From an optimization exercise on the open Yosys and OpenROAD flow, aimed at small area, a short achievable clock period and few clock cycles per item; shortcuts taken in it are not production practice.

## sliding_window_frame_detector_unit
module sliding_window_frame_detector_unit (
    input  logic                        clk,
    input  logic                        rst_n,
    input  logic                        in_valid,
    output logic                        in_stall,
    input  logic [7:0]                  rx_byte,
    output logic                        out_valid,
    input  logic                        out_stall,
    output logic                        frame_found,
    output logic [7:0]                  frame_address,
    output logic                        has_word,
    output logic [swfd_pkg::WIDX_W-1:0] word_index,
    output logic [15:0]                 data_word,
    output logic                        last,
    input  logic                        cfg_we,
    input  logic [swfd_pkg::CFG_W-1:0]  cfg_wdata
);
Size in the first run: roughly 1300 cells after synthesis, about 490 flip-flops.
Settings: LEC_CHECK=0, ABC_CLOCK_PERIOD_IN_PS=2500, CAP_MARGIN=20, CORE_MARGIN=2, CORE_UTILIZATION=40, CTS_CLUSTER_DIAMETER=120, CTS_CLUSTER_SIZE=24, SETUP_SLACK_MARGIN=3.5, SLEW_MARGIN=20; clock period 6.0 ns.
run.sh (not shown) runs the stock make flow with config.mk's settings and CLKGATE_MAP_FILE= SYNTH_SCRIPT=/design/flow/synth_recipe.tcl, a recipe that flattens the netlist after the stock synthesis.
Change:
--- a/flow/design.v
+++ b/flow/design.v
@@ -129,35 +129,33 @@
     logic [7:0]    cur_b;
     logic          cur_zero, cur_type, cur_size;
     logic [CW-1:0] cur_n;
     logic          step;
     logic [3:0]    hz;               
     logic [1:0]    hsz;              
     logic [CW-1:0] s_n;              
     logic [PW-1:0] rc;               
     logic          s_ok;             
-    logic          rp_zero;          
-    logic          rp_type;          
-    logic          rp_at_type;       
     assign step     = consume || replay;
     assign cur_b    = replay ? hist[HD-1] : h_b;
-    assign cur_zero = replay ? rp_zero : h_zero;
-    assign cur_type = replay ? rp_type : h_type;
+    assign cur_zero = replay ? (hist[HD-1] == swfd_pkg::MARKER) : h_zero;
+    assign cur_type = replay ? (hist[HD-1] == swfd_pkg::FRAME_TYPE) : h_type;
     assign cur_size = cur_b[0] && (cur_b >= 8'(swfd_pkg::FRAME_OVERHEAD)) && (cur_b <= 8'(swfd_pkg::FRAME_MAX));
     assign cur_n    = replay ? s_n : h_n;
     logic [7:0]    sz;
     logic          hdr_pat;
     logic          hdr;
     logic [15:0]   hdr_crc;
     logic [15:0]   crc_a, crc_b;
     assign sz      = hist[1];
     assign hdr_pat = hz[3] && hz[2] && hsz[1] && cur_type;
-    assign hdr     = hdr_pat && (replay ? (s_ok && rp_at_type) : (vcnt_reg >= PW'(4)));
+    assign hdr     = hdr_pat && (replay ? (s_ok && rc == {s_n + CW'(2), 1'b0})
+                                        : (vcnt_reg >= PW'(4)));
     swfd_crc_unit u_crc_sz (.crc_in(swfd_pkg::CRC_00), .data_in({2'b00, sz[5:1], 1'b1}), .crc_out(crc_a));
     swfd_crc_unit u_crc_ad (.crc_in(crc_a),            .data_in(hist[0]),              .crc_out(crc_b));
     swfd_crc_unit u_crc_ty (.crc_in(crc_b),            .data_in(swfd_pkg::FRAME_TYPE), .crc_out(hdr_crc));
     logic          tv;
     logic [15:0]   tcrc;
     logic [PW-1:0] trem;
     logic [CW-1:0] tn;
     logic [7:0]    taddr;
     logic [15:0]   tupd;
@@ -170,41 +168,30 @@
         unique case (trem)
             PW'(4):  tchk = (tcrc[7:0]  == cur_b);
             PW'(3):  tchk = (tcrc[15:8] == cur_b);
             PW'(2):  tchk = cur_zero;
             PW'(1):  tchk = 1'b0;
             default: tchk = 1'b1;
         endcase
     end
     assign t_open   = tv && tchk;
-    logic          tchk_h;
-    always_comb
-    begin
-        unique case (trem)
-            PW'(4):  tchk_h = (tcrc[7:0]  == h_b);
-            PW'(3):  tchk_h = (tcrc[15:8] == h_b);
-            PW'(2):  tchk_h = h_zero;
-            PW'(1):  tchk_h = 1'b0;
-            default: tchk_h = 1'b1;
-        endcase
-    end
     assign trk_good = tv && (trem == PW'(1)) && (tn == cur_n) && cur_zero;
     logic          u_v;
     logic [PW-1:0] u_rem;
     logic [PW-1:0] wide_cnt;
     logic          u_end;
     logic          u_keep;
     logic          trig;
     logic          moved;            
     assign u_end  = u_v && (u_rem == PW'(1));
     assign u_keep = u_v && !u_end;
     assign trig   = h_zero && hz[0] && !trk_good && (u_end || (wide_cnt != '0));
-    assign moved  = tv && tchk_h && (hdr || trig);
+    assign moved  = t_open && (hdr || trig);
     logic            r0_v, r0_sp, r0_good, r0_hasw, r0_last, r0_sh, r0_first;
     logic [MW-1:0]   r0_oh;          
     logic            r1_v, r1_sp, r1_good, r1_hasw, r1_last;
     logic [WIW-1:0]  r1_m;
     logic            out_take;
     logic            r0_issue;
     logic            r0_free;        
     logic            replay_end;
     logic            rp_hasw;
@@ -355,20 +342,18 @@
         if (accept)
         begin
             h_b    <= rx_byte;
             h_n    <= n_cap;
             h_zero <= (rx_byte == swfd_pkg::MARKER);
             h_type <= (rx_byte == swfd_pkg::FRAME_TYPE);
         end
         if (step)
         begin
-            rp_zero <= (hist[HD-2] == swfd_pkg::MARKER);
-            rp_type <= (hist[HD-2] == swfd_pkg::FRAME_TYPE);
             if (hdr)
             begin
                 tcrc  <= hdr_crc;
                 trem  <= PW'(sz - 8'd5);
                 tn    <= CW'((sz - 8'(swfd_pkg::FRAME_OVERHEAD)) >> 1);
                 taddr <= hist[0];
             end
             else
             begin
@@ -387,26 +372,24 @@
             end
             else
             begin
                 u_rem <= u_rem - PW'(1);
             end
         end
         if (consume)
         begin
             rc   <= PW'(HD - 1);
-            rp_at_type <= 1'b0;
             s_n  <= h_n;
             s_ok <= (vcnt_reg >= PW'(swfd_pkg::FRAME_OVERHEAD - 1) + PW'({h_n, 1'b0}));
         end
         else if (replay)
         begin
             rc <= rc - PW'(1);
-            rp_at_type <= (rc == {s_n + CW'(2), 1'b0} + PW'(1));
         end
         if (r0_free)
         begin
             r0_sh    <= 1'b0;
             r0_first <= 1'b1;
             if (r1_v)
             begin
                 r0_sp   <= r1_sp;
                 r0_good <= r1_good;
@@ -454,26 +437,17 @@
         if (r0_issue)
         begin
             found_reg    <= r0_good;
             faddr_reg    <= r0_good ? taddr : 8'h00;
             has_word_reg <= r0_hasw;
             widx_reg     <= r0_first ? '0 : widx_reg + WIW'(1);
             data_reg     <= r0_hasw ? word : 16'h0000;
             last_reg     <= r0_last;
         end
-        else
-        begin
-            found_reg    <= found_reg    & out_valid;
-            faddr_reg    <= faddr_reg    & {8{out_valid}};
-            has_word_reg <= has_word_reg & out_valid;
-            widx_reg     <= widx_reg     & {WIW{out_valid}};
-            data_reg     <= data_reg     & {16{out_valid}};
-            last_reg     <= last_reg     & out_valid;
-        end
     end
     assign frame_found   = found_reg;
     assign frame_address = faddr_reg;
     assign has_word      = has_word_reg;
     assign word_index    = widx_reg;
     assign data_word     = data_reg;
     assign last          = last_reg;
 endmodule
The new run went through all stages and came out clean.
Global-route usage fell by 0.19 points.
Non-clock buffer count is higher by 34.
Setup slack improves by 0.052 ns.
Cell area came out higher by a few percent.
Sequential cell count went down by 3.
Routed wire length grows slightly.
Area after synthesis rises slightly.
Via count decreases slightly.
Hold slack gains 0.0042 ns.
Function was not checked in any run of this note: the RTL went through the layout flow alone.

-- port drivers added, routing unchanged --
The flow's constraints put no driver on any port. The routed layouts listed below were extracted and timed again, unchanged, in two steps. Step 1, drivers: a clkbuf_16 drives clk and a buf_2 each remaining input, both assumed. Step 2 adds t to the input delays and takes it off the output delays; t is the mean of the earliest and latest rising clock arrival at the registers after step 1. Input paths then give back, and output paths get back, about the clock's delay inside the block. Slacks: ideal ports / drivers / drivers and shift; pairs: ideal ports / drivers.
run | t (ns) | slack for setup (ns) | worst hold slack (ns) | slew at the worst register clock pin (ns)
the first run | 0.631 | 3.232 / 3.232 / 2.985 | 0.421 / 0.421 / 0.421 | 0.10 / 0.10
the second run | 0.621 | 3.284 / 3.284 / 3.077 | 0.425 / 0.425 / 0.425 | 0.10 / 0.10
After both steps setup and hold are still met in every run listed. The setup slack of the first run, which loses most, moves by 0.000 ns with the drivers and by -0.247 ns with both steps.
